This design comes from an exercise in tuning for small area, a short achievable clock period and few clock cycles per item on the open sky130 flow, not from production work.
Only simulation tests tie the RTL to the original design; equivalence was not proved.
Power and IR drop assume default switching activity.

$ cat flow/design.v
package orr_pkg;
  localparam int MAX_THREADS = 16;
  localparam int ID_BITS     = 8;
  localparam int PRIO_BITS   = 8;
  localparam int IDX_W       = $clog2(MAX_THREADS);
  localparam int CNT_W       = $clog2(MAX_THREADS + 1);
  localparam logic [1:0] CMD_ADD    = 2'd0;
  localparam logic [1:0] CMD_REMOVE = 2'd1;
  localparam logic [1:0] CMD_SCHED  = 2'd2;
  localparam logic [1:0] ST_OK        = 2'd0;
  localparam logic [1:0] ST_NOT_FOUND = 2'd1;
  localparam logic [1:0] ST_FULL      = 2'd2;
  localparam logic [1:0] ST_PRESENT   = 2'd3;
  typedef struct packed {
    logic load;      
    logic compare;   
    logic locate;    
    logic execute;   
  } dp_cmd_t;
  typedef struct packed {
    logic out_hold;   
  } dp_stat_t;
endpackage
module orr_ctrl (
  input  logic              clk,
  input  logic              rst,
  input  logic              in_valid,
  output logic              in_stall,
  input  orr_pkg::dp_stat_t dp_stat,
  output orr_pkg::dp_cmd_t  dp_cmd
);
  localparam logic [1:0] S_IDLE = 2'd0;
  localparam logic [1:0] S_CMP  = 2'd1;
  localparam logic [1:0] S_POS  = 2'd2;
  localparam logic [1:0] S_EXEC = 2'd3;
  logic [1:0] state;
  logic [1:0] state_next;
  assign in_stall = (state != S_IDLE);
  always_comb begin
    state_next = state;
    dp_cmd     = '0;
    case (state)
      S_IDLE: begin
        if (in_valid) begin
          dp_cmd.load = 1'b1;
          state_next  = S_CMP;
        end
      end
      S_CMP: begin
        dp_cmd.compare = 1'b1;
        state_next     = S_POS;
      end
      S_POS: begin
        dp_cmd.locate = 1'b1;
        state_next    = S_EXEC;
      end
      S_EXEC: begin
        if (!dp_stat.out_hold) begin
          dp_cmd.execute = 1'b1;
          state_next     = S_IDLE;
        end
      end
      default: state_next = S_IDLE;
    endcase
  end
  always_ff @(posedge clk) begin
    if (rst) begin
      state <= S_IDLE;
    end else begin
      state <= state_next;
    end
  end
endmodule
module orr_datapath (
  input  logic                          clk,
  input  logic                          rst,
  input  orr_pkg::dp_cmd_t              dp_cmd,
  output orr_pkg::dp_stat_t             dp_stat,
  input  logic [1:0]                    command,
  input  logic [orr_pkg::ID_BITS-1:0]   thread_id,
  input  logic [orr_pkg::PRIO_BITS-1:0] priority_req,
  output logic                          out_valid,
  input  logic                          out_stall,
  output logic [1:0]                    status,
  output logic [orr_pkg::ID_BITS-1:0]   current_id,
  output logic                          current_valid
);
  localparam int N = orr_pkg::MAX_THREADS;
  logic [N-1:0][orr_pkg::ID_BITS-1:0]   slot_thread;
  logic [N-1:0][orr_pkg::PRIO_BITS-1:0] slot_priority;
  logic [N-1:0][orr_pkg::ID_BITS-1:0]   slot_thread_next;
  logic [N-1:0][orr_pkg::PRIO_BITS-1:0] slot_priority_next;
  logic [orr_pkg::CNT_W-1:0]     entry_count, entry_count_next;
  logic [orr_pkg::IDX_W-1:0]     cursor_position, cursor_position_next;
  logic                          cursor_valid, cursor_valid_next;
  logic [orr_pkg::ID_BITS-1:0]   current_thread, current_thread_next;
  logic                          current_present, current_present_next;
  logic [1:0]                    status_next;
  logic [1:0]                    cmd_q;
  logic [orr_pkg::ID_BITS-1:0]   id_q;
  logic [orr_pkg::PRIO_BITS-1:0] prio_q;
  logic [N-1:0]                  hit_vec, le_vec;
  logic [N-1:0]                  hit_vec_next, le_vec_next;
  logic                          found;
  logic [orr_pkg::IDX_W-1:0]     find_pos, find_pos_next;
  logic [orr_pkg::CNT_W-1:0]     ins_pos, ins_pos_next;
  logic [orr_pkg::CNT_W-1:0]     cnt_dec;
  logic [orr_pkg::IDX_W-1:0]     sched_next;
  assign dp_stat.out_hold = out_valid & out_stall;
  always_comb begin
    for (int i = 0; i < N; i++) begin
      hit_vec_next[i] = (orr_pkg::CNT_W'(i) < entry_count) && (slot_thread[i] == id_q);
      le_vec_next[i]  = (orr_pkg::CNT_W'(i) < entry_count) && (slot_priority[i] <= prio_q);
    end
  end
  always_comb begin
    find_pos_next = '0;
    ins_pos_next  = '0;
    for (int i = 0; i < N; i++) begin
      if (hit_vec[i]) find_pos_next = find_pos_next | orr_pkg::IDX_W'(i);
      ins_pos_next = ins_pos_next + orr_pkg::CNT_W'(le_vec[i]);
    end
  end
  assign cnt_dec = entry_count - orr_pkg::CNT_W'(1);
  always_comb begin
    if ((orr_pkg::CNT_W'(cursor_position) + orr_pkg::CNT_W'(1)) >= entry_count) begin
      sched_next = '0;
    end else begin
      sched_next = cursor_position + orr_pkg::IDX_W'(1);
    end
  end
  always_comb begin
    slot_thread_next     = slot_thread;
    slot_priority_next   = slot_priority;
    entry_count_next     = entry_count;
    cursor_position_next = cursor_position;
    cursor_valid_next    = cursor_valid;
    current_thread_next  = current_thread;
    current_present_next = current_present;
    status_next          = orr_pkg::ST_OK;
    case (cmd_q)
      orr_pkg::CMD_ADD: begin
        if (found) begin
          status_next = orr_pkg::ST_PRESENT;
        end else if (entry_count == orr_pkg::CNT_W'(N)) begin
          status_next = orr_pkg::ST_FULL;
        end else begin
          for (int i = 1; i < N; i++) begin
            if (orr_pkg::CNT_W'(i) > ins_pos) begin
              slot_thread_next[i]   = slot_thread[i-1];
              slot_priority_next[i] = slot_priority[i-1];
            end
          end
          slot_thread_next[ins_pos[orr_pkg::IDX_W-1:0]]   = id_q;
          slot_priority_next[ins_pos[orr_pkg::IDX_W-1:0]] = prio_q;
          entry_count_next = entry_count + orr_pkg::CNT_W'(1);
          if (cursor_valid && (ins_pos <= orr_pkg::CNT_W'(cursor_position))) begin
            cursor_position_next = cursor_position + orr_pkg::IDX_W'(1);
          end
        end
      end
      orr_pkg::CMD_REMOVE: begin
        if (!found) begin
          status_next = orr_pkg::ST_NOT_FOUND;
        end else begin
          for (int i = 0; i < N - 1; i++) begin
            if (orr_pkg::IDX_W'(i) >= find_pos) begin
              slot_thread_next[i]   = slot_thread[i+1];
              slot_priority_next[i] = slot_priority[i+1];
            end
          end
          entry_count_next = cnt_dec;
          if (current_present && (current_thread == id_q)) begin
            current_present_next = 1'b0;
            current_thread_next  = '0;
          end
          if (cnt_dec == '0) begin
            cursor_valid_next    = 1'b0;
            cursor_position_next = '0;
          end else if (cursor_valid) begin
            if (find_pos < cursor_position) begin
              cursor_position_next = cursor_position - orr_pkg::IDX_W'(1);
            end else if (find_pos == cursor_position) begin
              cursor_position_next = (find_pos == '0) ?
                  (cnt_dec[orr_pkg::IDX_W-1:0] - orr_pkg::IDX_W'(1)) :
                  (find_pos - orr_pkg::IDX_W'(1));
            end
          end
        end
      end
      orr_pkg::CMD_SCHED: begin
        if (entry_count == '0) begin
          cursor_valid_next    = 1'b0;
          cursor_position_next = '0;
          current_present_next = 1'b0;
          current_thread_next  = '0;
        end else if (!cursor_valid ||
                     (orr_pkg::CNT_W'(cursor_position) >= entry_count)) begin
          cursor_position_next = '0;
          cursor_valid_next    = 1'b1;
          current_thread_next  = slot_thread[0];
          current_present_next = 1'b1;
        end else begin
          cursor_position_next = sched_next;
          current_thread_next  = slot_thread[sched_next];
          current_present_next = 1'b1;
        end
      end
      default: status_next = orr_pkg::ST_OK;
    endcase
  end
  always_ff @(posedge clk) begin
    if (rst) begin
      entry_count     <= '0;
      cursor_position <= '0;
      cursor_valid    <= 1'b0;
      current_thread  <= '0;
      current_present <= 1'b0;
      out_valid       <= 1'b0;
    end else begin
      if (dp_cmd.execute) begin
        entry_count     <= entry_count_next;
        cursor_position <= cursor_position_next;
        cursor_valid    <= cursor_valid_next;
        current_thread  <= current_thread_next;
        current_present <= current_present_next;
      end
      out_valid <= dp_cmd.execute | (out_valid & out_stall);
    end
  end
  always_ff @(posedge clk) begin
    if (dp_cmd.load) begin
      cmd_q  <= command;
      id_q   <= thread_id;
      prio_q <= priority_req;
    end
    if (dp_cmd.compare) begin
      hit_vec <= hit_vec_next;
      le_vec  <= le_vec_next;
    end
    if (dp_cmd.locate) begin
      found    <= |hit_vec;
      find_pos <= find_pos_next;
      ins_pos  <= ins_pos_next;
    end
    if (dp_cmd.execute) begin
      slot_thread   <= slot_thread_next;
      slot_priority <= slot_priority_next;
      status        <= status_next;
      current_id    <= current_present_next ? current_thread_next : '0;
      current_valid <= current_present_next;
    end
  end
endmodule
module priority_ordered_ready_ring_top (
  input  logic                          clk,
  input  logic                          rst,
  input  logic                          in_valid,
  output logic                          in_stall,
  input  logic [1:0]                    command,
  input  logic [orr_pkg::ID_BITS-1:0]   thread_id,
  input  logic [orr_pkg::PRIO_BITS-1:0] priority_req,
  output logic                          out_valid,
  input  logic                          out_stall,
  output logic [1:0]                    status,
  output logic [orr_pkg::ID_BITS-1:0]   current_id,
  output logic                          current_valid
);
  orr_pkg::dp_cmd_t  dp_cmd;
  orr_pkg::dp_stat_t dp_stat;
  orr_ctrl u_ctrl (
    .clk      (clk),
    .rst      (rst),
    .in_valid (in_valid),
    .in_stall (in_stall),
    .dp_stat  (dp_stat),
    .dp_cmd   (dp_cmd)
  );
  orr_datapath u_datapath (
    .clk           (clk),
    .rst           (rst),
    .dp_cmd        (dp_cmd),
    .dp_stat       (dp_stat),
    .command       (command),
    .thread_id     (thread_id),
    .priority_req  (priority_req),
    .out_valid     (out_valid),
    .out_stall     (out_stall),
    .status        (status),
    .current_id    (current_id),
    .current_valid (current_valid)
  );
endmodule
$ cat flow/run.sh
#!/bin/bash
# synth_recipe.tcl (not shown) runs the flow's synth.tcl, then flattens the netlist and writes it again
# the make line also repeats each setting of config.mk as NAME=value (left out here)
make -C /OpenROAD-flow-scripts/flow DESIGN_CONFIG=/design/flow/config.mk WORK_HOME=/design/flow/orfs CLKGATE_MAP_FILE= SYNTH_SCRIPT=/design/flow/synth_recipe.tcl finish
$ cat flow/config.mk
export PLATFORM = sky130hd
export DESIGN_NAME = priority_ordered_ready_ring_top
export DESIGN_NICKNAME = priority_ordered_ready_ring_top
export VERILOG_FILES = /design/flow/design.v
export SDC_FILE = /design/flow/constraint.sdc
export NUM_CORES = 4
export LEC_CHECK = 0
export CAP_MARGIN = 20
export CORE_MARGIN = 2
export CORE_UTILIZATION = 40
export SLEW_MARGIN = 20
$ cat flow/constraint.sdc
create_clock -name core_clock -period 6.0 [get_ports {clk}]
set_input_delay 1.2000 -clock core_clock [delete_from_list [all_inputs] [get_ports {clk}]]
set_output_delay 1.2000 -clock core_clock [all_outputs]
set_load 0.01 [all_outputs]
==> summary.txt <==
==> power groups by stage <==
stage	clock, mW	combinational (mW)	sequential, mW
final	2.69	5.43	3.40
after global routing	2.81	5.94	3.42
after CTS	2.73	5.33	3.39
after detailed placement	0	5.31	3.44
after global placement	0	5.22	3.43
after floorplan	0	3.83	3.33
==> through the flow <==
step                std cells  cell area, um2  hold WS [ns]  setup WS [ns]
floorplan                2777           26200         0.474           2.18
detailed placement       3539           27500         0.523           1.79
finish                   3623           28900         0.538           1.98
global route             3622           28900         0.562           1.81
global placement         3538           27400         0.513           1.84
CTS                      3621           28900         0.534           1.96
==> sequential cells by signal, summed over array words and instances, names as in the netlist <==
register and cells:
u_datapath.cursor_valid 1, u_datapath.cursor_position 4, u_datapath.cmd_q 2, u_datapath.id_q 8, u_datapath.le_vec 16, u_datapath.current_valid 1, u_datapath.current_id 8, u_datapath.ins_pos 5
u_datapath.slot_priority 128, u_datapath.entry_count 5, u_datapath.out_valid 1, u_datapath.slot_thread 128, u_datapath.hit_vec 16, u_datapath.found 1, u_datapath.current_present 1, u_datapath.prio_q 8
u_datapath.status 2, u_datapath.current_thread 8, u_datapath.find_pos 4, u_ctrl.state 2
==> path summary, 6_finish.rpt <==
| path | cells after the start | end | slack [ns] | from |
|---|---|---|---|---|
| hold reg to reg | 2 | u_datapath.current_thread[0] | 0.54 | u_datapath.current_thread[0] |
| hold / removal | 2 | u_datapath.current_thread[0] | 0.54 | u_datapath.current_thread[0] |
| setup reg to reg | 11 | u_datapath.ins_pos[4] | 1.98 | u_datapath.le_vec[1] |
| setup / recovery | 11 | u_datapath.ins_pos[4] | 1.98 | u_datapath.le_vec[1] |
==> per-layer routing <==
metal / global-route usage / part of all wire / vias up
li1: - / - / 10219
met3: 0.0471 / 0.089 / 224
met2: 0.428 / 0.44 / 1136
met1: 0.383 / 0.43 / 11080
met5: 0 / 0.000095 / -
met4: 0.116 / 0.041 / 2
==> cell usage in the layout (no fill, tap or decap), drive strengths merged, types with 67 or more instances in the layout <==
master | Yosys | routed
nand2 | 270 | 270
nor2 | 190 | 190
edfxtp | 327 | 327
a21oi | 291 | 291
a221oi | 69 | 69
mux2i | 165 | 165
ha | 180 | 180
xnor2 | 116 | 116
o21ai | 232 | 232
inv | 135 | 137
mux2 | 67 | 67
==> tightest hold or removal path: stages (launching register included) <==
cell and delay (ns):
dfxtp_1 0.35, nand2_1 0.09, a221oi_2 0.05
==> kinds of logic (layout without fill, tap and decap cells) <==
kind of cell	Yosys count	count (layout)	share of synthesized area
other cells	0	1	0
compound gates	852	852	0.201
xor+xnor	150	150	0.0504
flops	349	349	0.392
fa+ha+maj	190	190	0.0936
buf+inv	323	313	0.0479
simple gates	673	673	0.117
mux	240	240	0.0990
==> final cells by class <==
| class | instances | area (um2) | area share |
|---|---|---|---|
| Antenna cell | 1 | 2.50 | 0.0000865 |
| Clock buffer | 61 | 1240 | 0.0428 |
| Clock inverter | 21 | 185 | 0.00640 |
| Inverter | 135 | 507 | 0.0175 |
| Multi-Input combinational cell | 2105 | 14900 | 0.514 |
| Sequential cell | 349 | 10300 | 0.355 |
| Tap cell | 855 | 1070 | 0.0370 |
| Timing Repair Buffer | 96 | 813 | 0.0281 |
==> qor.csv <==
metric,value,unit
GRT Util Overall,0.277,
Max clock buf depth,3,
Setup CP Type,flop to flop,
Post-Syn Area,0.0262,mm2
Post-synth EDFFs,327,
Leak,10.6,nW
Via density,6.25,
CTS Sinks,349,
count of final setup violators,0,
worst-margin pin slew,1.10,ns
clock share of power,0.234,
CTS Root Cell,clkbuf_16,
Post-synth ARST share,0,
fin crit period,4.02,ns
most frequent cell after synthesis,edfxtp_1,
switching part of the total power,0.423,
worst path cell trace,"ha_1, inv_1, fa_1, fa_1, fa_1, fa_1, inv_1, fa_1, fa_1, a21oi_1, nor2b_1",
synth cell count leaders,"edfxtp_1 (327), a21oi_1 (288), nand2_1 (269)",
syn nets,2989,
slowest CP cell,fa_1,
fin util,0.448,
share of post-route cells with drive strength above 1,0.0907,
Area growth syn-to-layout,10.4,%
sequential fraction of design power,0.295,
Core Footprint,0.0646,mm2
I/O pins,35,
largest net degree at the start of global routing,105,
RSZ-0062 raised after global routing,no,
Clock Skew,0.0294,ns
HP Class,flop to flop,
DR WL/cell,26.3,um
DR pass1 iterations,6,
Post-Route Setup TNS,0,ns
final wirelength,95100,um
CTS tree,yes,
first-pass GRT wire length,141000,um
die height,260,um
Die W,260,um
Comb power frac,0.471,
Synth cell types,74,
filler cell count,6163,
status,finished clean,
relative slew slack,0.265,
Avg Synthesized Cell Area,9.43,um2
synth top area cells,"edfxtp_1 (37%), ha_1 (8.6%), mux2i_1 (6.3%)",
internal power,6.65,mW
grt ovf,0,
DIE AREA,0.0676,mm2
top-area cell type share of the netlist area,0.375,
Initial DRC Count,2721,
worst skew pair latency,0.60,ns
maxcap violations,0,
antenna violations before repair,1,
Setup crit start kind,flop,
Post-Syn Instances,2777,
Synth warnings,2,
dpl hpwl,65700,um
# port buffers,34,
Core Rows,93,
"Primary FF master, synth",edfxtp_1,
Top Family by Delay on Critical Path,adder cells,
part of the cycle the worst path needs,0.670,
Post-CTS Setup Bufs,0,
Power per Cell Area,398,mW/mm2
max-slew violations,0,
CTS Hold Bufs,0,
crit end category,flop,
Vias,22661,
post-synthesis sequential area ratio,0.392,
Yosys reg bits,349,
post-cts sizing count,0,
vias in the first global route,21675,
worst path bufs/invs,2,
max incr delay on CP,0.55,ns
peak supply drop,307,uV
Switching Power,4.87,mW
Final Hold Fails,0,
Total Power,11.5,mW
TritonCTS Buffers,44,
Crit Path Max Fanout,2,
Synth area leader,edfxtp_1,
fmax,0.249,GHz
Starting Density,0.406,
clock-pin slew on the worst setup and hold paths,0.07,ns
"most used cell, CP",fa_1,
# nets final,2943,
H-Tree Depth,2,
CP arrival,4.37,ns
GP Congestion,0.941,
post-route ant nets,0,
CP Data Required Time,6.35,ns
DRC Markers,0,
Testbench counts, summed over its fixed seeds: cycles 96,008, items 24,000.

==> afterwards: timing with drivers on the ports <==
The results above use ideal ports. As a check the final layout listed here was re-extracted and re-timed, cells and wires unchanged. Step 1, drivers: a clkbuf_16 drives clk and a buf_2 each remaining input, both assumed. Step 2 times the ports against the registers' clock, not the clock port: input delays grow and output delays shrink by t, the midpoint of the rising clock arrivals with the driver on. Three values: ideal, step 1, step 2; two values: the first two.
t (ns): 0.643
setup slack, ns: 1.979 / 1.979 / 1.811
worst data-port slew with drivers (ns): 0.04
pins driven straight from the clock port: 1
After both steps this run still meets setup and hold. The setup slack of this run moves by 0.000 ns with the drivers and by -0.168 ns with both steps.
